This design comes from an exercise in tuning for small area, a short achievable clock period and few clock cycles per item on the open sky130 flow, not from production work. Only simulation tests tie the RTL to the original design; equivalence was not proved.

==> v29: inputs <==
## iir_df1_biquad_axis
module iir_df1_biquad_axis
#(
    parameter int unsigned coeff_width  = 16,
    parameter int unsigned inout_width  = 16,
    parameter int unsigned scale_factor = 14,
    parameter int          a1_int_coeff = -31880,
    parameter int          a2_int_coeff = 15531,
    parameter int          bo_int_coeff = 167,
    parameter int          b1_int_coeff = -302,
    parameter int          b2_int_coeff = 167
) (
    input  logic                          clk,
    input  logic                          rst,
    input  logic                          s_axis_tvalid,
    input  logic signed [inout_width-1:0] s_axis_tdata,
    output logic                          m_axis_tready,
    output logic signed [inout_width-1:0] m_axis_tdata,
    output logic                          m_axis_tvalid
);
make LEC_CHECK=0 ABC_AREA=1 CAP_MARGIN=20 CORE_MARGIN=2 CORE_UTILIZATION=40 SETUP_SLACK_MARGIN=3.0 SLEW_MARGIN=20 SYNTH_HIERARCHICAL=1 SYNTH_MINIMUM_KEEP_SIZE=0 finish   # period 7.0 ns
run.sh (not shown) runs the stock make flow with config.mk's settings and CLKGATE_MAP_FILE= SYNTH_SCRIPT=/design/flow/synth_recipe.tcl, a recipe that flattens the netlist after the stock synthesis.
==> v8 (differences from v29) <==
Settings changed: SETUP_SLACK_MARGIN 3.0 to 3.5.
==> v24 (differences from v29) <==
Settings changed: SETUP_SLACK_MARGIN 3.0 to 3.2.
==> flow_summary.toml <==
[run_status]
status = "no timing/DRC/antenna violations"

[finish]
postLayoutCellArea_mm2 = 0.01417
multi_input_area_mm2 = 0.008685
final-clk-cell-share = 0.04237
buffers = 62
nonClkBufAreaFrac = 0.04166

[route]
drt_iter0_drc = 459
vias_per_cell = 4.812
wl_mm = 28.83
wl_met1_mm = 13.53

[worst_setup_path]
reg2reg_from = "y1_q[11]$_SDFFE_PP0P_"
cp_num_cells = 21

[global_route]
grt_pass1_vias = 8970

[cts]
cts-resized-gates = 41
worstSkewPairLatency_ns = 0.43

[sta]
slew_headroom = 0.2013

[placement]
place_congestion = 0.8960
That was v24.
==> flow_summary.toml <==
[finish]
buffers = 81
nonClkBufAreaFrac = 0.04866
postLayoutCellArea_mm2 = 0.01499

[route]
wl_met1_mm = 13.50
drt_iter0_drc = 403
wl_mm = 29.96
vias_per_cell = 4.864

[placement]
place_congestion = 0.9095

[cts]
worstSkewPairLatency_ns = 0.42
cts-resized-gates = 160
hold_buffers = 0

[run_status]
status = "no timing/DRC/antenna violations"

[worst_setup_path]
reg2reg_from = "y1_q[14]$_SDFFE_PP0P_"
cp_num_cells = 19

[global_route]
grt_pass1_vias = 9339

[sta]
slew_headroom = 0.1939
That was v8.
==> flow_summary.toml <==
[route]
routed-wl-met3_um = 945
drt_iter0_drc = 486
vias_per_cell = 4.785
wl_mm = 28.41
wl_met1_mm = 13.47

[placement]
place_congestion = 0.8960

[global_route]
grt_pass1_vias = 8879

[worst_setup_path]
reg2reg_from = "y1_q[11]$_SDFFE_PP0P_"

[finish]
final-clk-cell-share = 0.04310
postLayoutCellArea_mm2 = 0.01393
multi_input_area_mm2 = 0.008517
buffers = 53

[cts]
cts-resized-gates = 13
worstSkewPairLatency_ns = 0.43

[run_status]
status = "no timing/DRC/antenna violations"

[sta]
slew_headroom = 0.3309
That was v29.
Testbench counts of v29, summed over its fixed seeds: cycles 24,024, items 24,000.
Testbench counts of v8, summed over its fixed seeds: cycles 24,024, items 24,000.
Testbench counts of v24, summed over its fixed seeds: cycles 24,024, items 24,000.

* * *

==> job 7339 <==
Another version of the RTL of iir_df1_biquad_axis (not shown whole).
==> flow/config.mk <==
export PLATFORM = sky130hd
export DESIGN_NAME = iir_df1_biquad_axis
export DESIGN_NICKNAME = iir_df1_biquad_axis
export VERILOG_FILES = /design/flow/design.v
export SDC_FILE = /design/flow/constraint.sdc
export NUM_CORES = 4
export LEC_CHECK = 0
export CAP_MARGIN = 20
export CORE_MARGIN = 2
export CORE_UTILIZATION = 40
export SETUP_SLACK_MARGIN = 3.3
export SLEW_MARGIN = 20
==> flow/constraint.sdc <==
create_clock -name core_clock -period 7.0 [get_ports {clk}]
set_input_delay 1.4000 -clock core_clock [delete_from_list [all_inputs] [get_ports {clk}]]
set_output_delay 1.4000 -clock core_clock [all_outputs]
set_load 0.01 [all_outputs]
==> job 9978 (differences from job 7339) <==
--- a/flow/config.mk
+++ b/flow/config.mk
@@ -5,6 +5,7 @@
 export SDC_FILE = /design/flow/constraint.sdc
 export NUM_CORES = 4
 export LEC_CHECK = 0
+export ABC_AREA = 1
 export CAP_MARGIN = 20
 export CORE_MARGIN = 2
 export CORE_UTILIZATION = 40
==> comparison <==
Job 7339 completed with no timing, DRC or antenna violations. Job 9978 finished clean.
Of job 9978 and job 7339, job 7339 has the higher sequential share of layout area (gap 0.81 points).
Between job 9978 and job 7339, the lower clock skew is in job 9978 (gap 5.7 ps).
Of job 9978 and job 7339, job 9978 has the higher worst setup slack (gap 630 ps).
In job 9978 the routed wire length is larger than in job 7339, by about 6%.
Against job 7339, the die area of job 9978 is larger by 4.5%.
Of job 9978 and job 7339, job 9978 has the higher cell count (gap 14%, measured against job 7339).
Of job 7339 and job 9978, job 9978 has the higher critical path depth (gap 3).
In sequential cell count, job 7339 and job 9978 do not differ.
Testbench counts of job 7339, summed over its fixed seeds: cycles 24,024, items 24,000.
Testbench counts of job 9978, summed over its fixed seeds: cycles 24,024, items 24,000.

==> port drivers added, routing unchanged <==
No port has a modelled driver above. Below, the same layouts with a new extraction and two added sets of constraints.
Step 1 (the two cells are an assumption about what drives the block):
set clk [get_ports {clk}]
set_driving_cell -lib_cell sky130_fd_sc_hd__clkbuf_16 $clk
set_driving_cell -lib_cell sky130_fd_sc_hd__buf_2 [delete_from_list [all_inputs] $clk]
Step 2 moves the port delays by t, midway between the first and last clock arrival at a register: inputs arrive t later, outputs are due t later. That takes back most of the time a late clock gives input paths.
Slacks: ideal / step 1 / step 2; pairs: ideal / step 1.
run	t, ns	slack for setup (ns)	worst setup path at the end	pins driven straight from the clock port
v29	0.468	3.111 / 3.111 / 2.843	input to register	1
v8	0.462	3.318 / 3.318 / 3.126	input to register	1
v24	0.466	3.221 / 3.221 / 2.927	input to register	1
job 7339	0.469	2.531 / 2.531 / 2.531	register to register	1
job 9978	0.468	3.164 / 3.164 / 2.980	input to register	1
After both steps every run listed still meets setup and hold. The setup slack of v24, which loses most, moves by 0.000 ns with the drivers and by -0.294 ns with both steps.
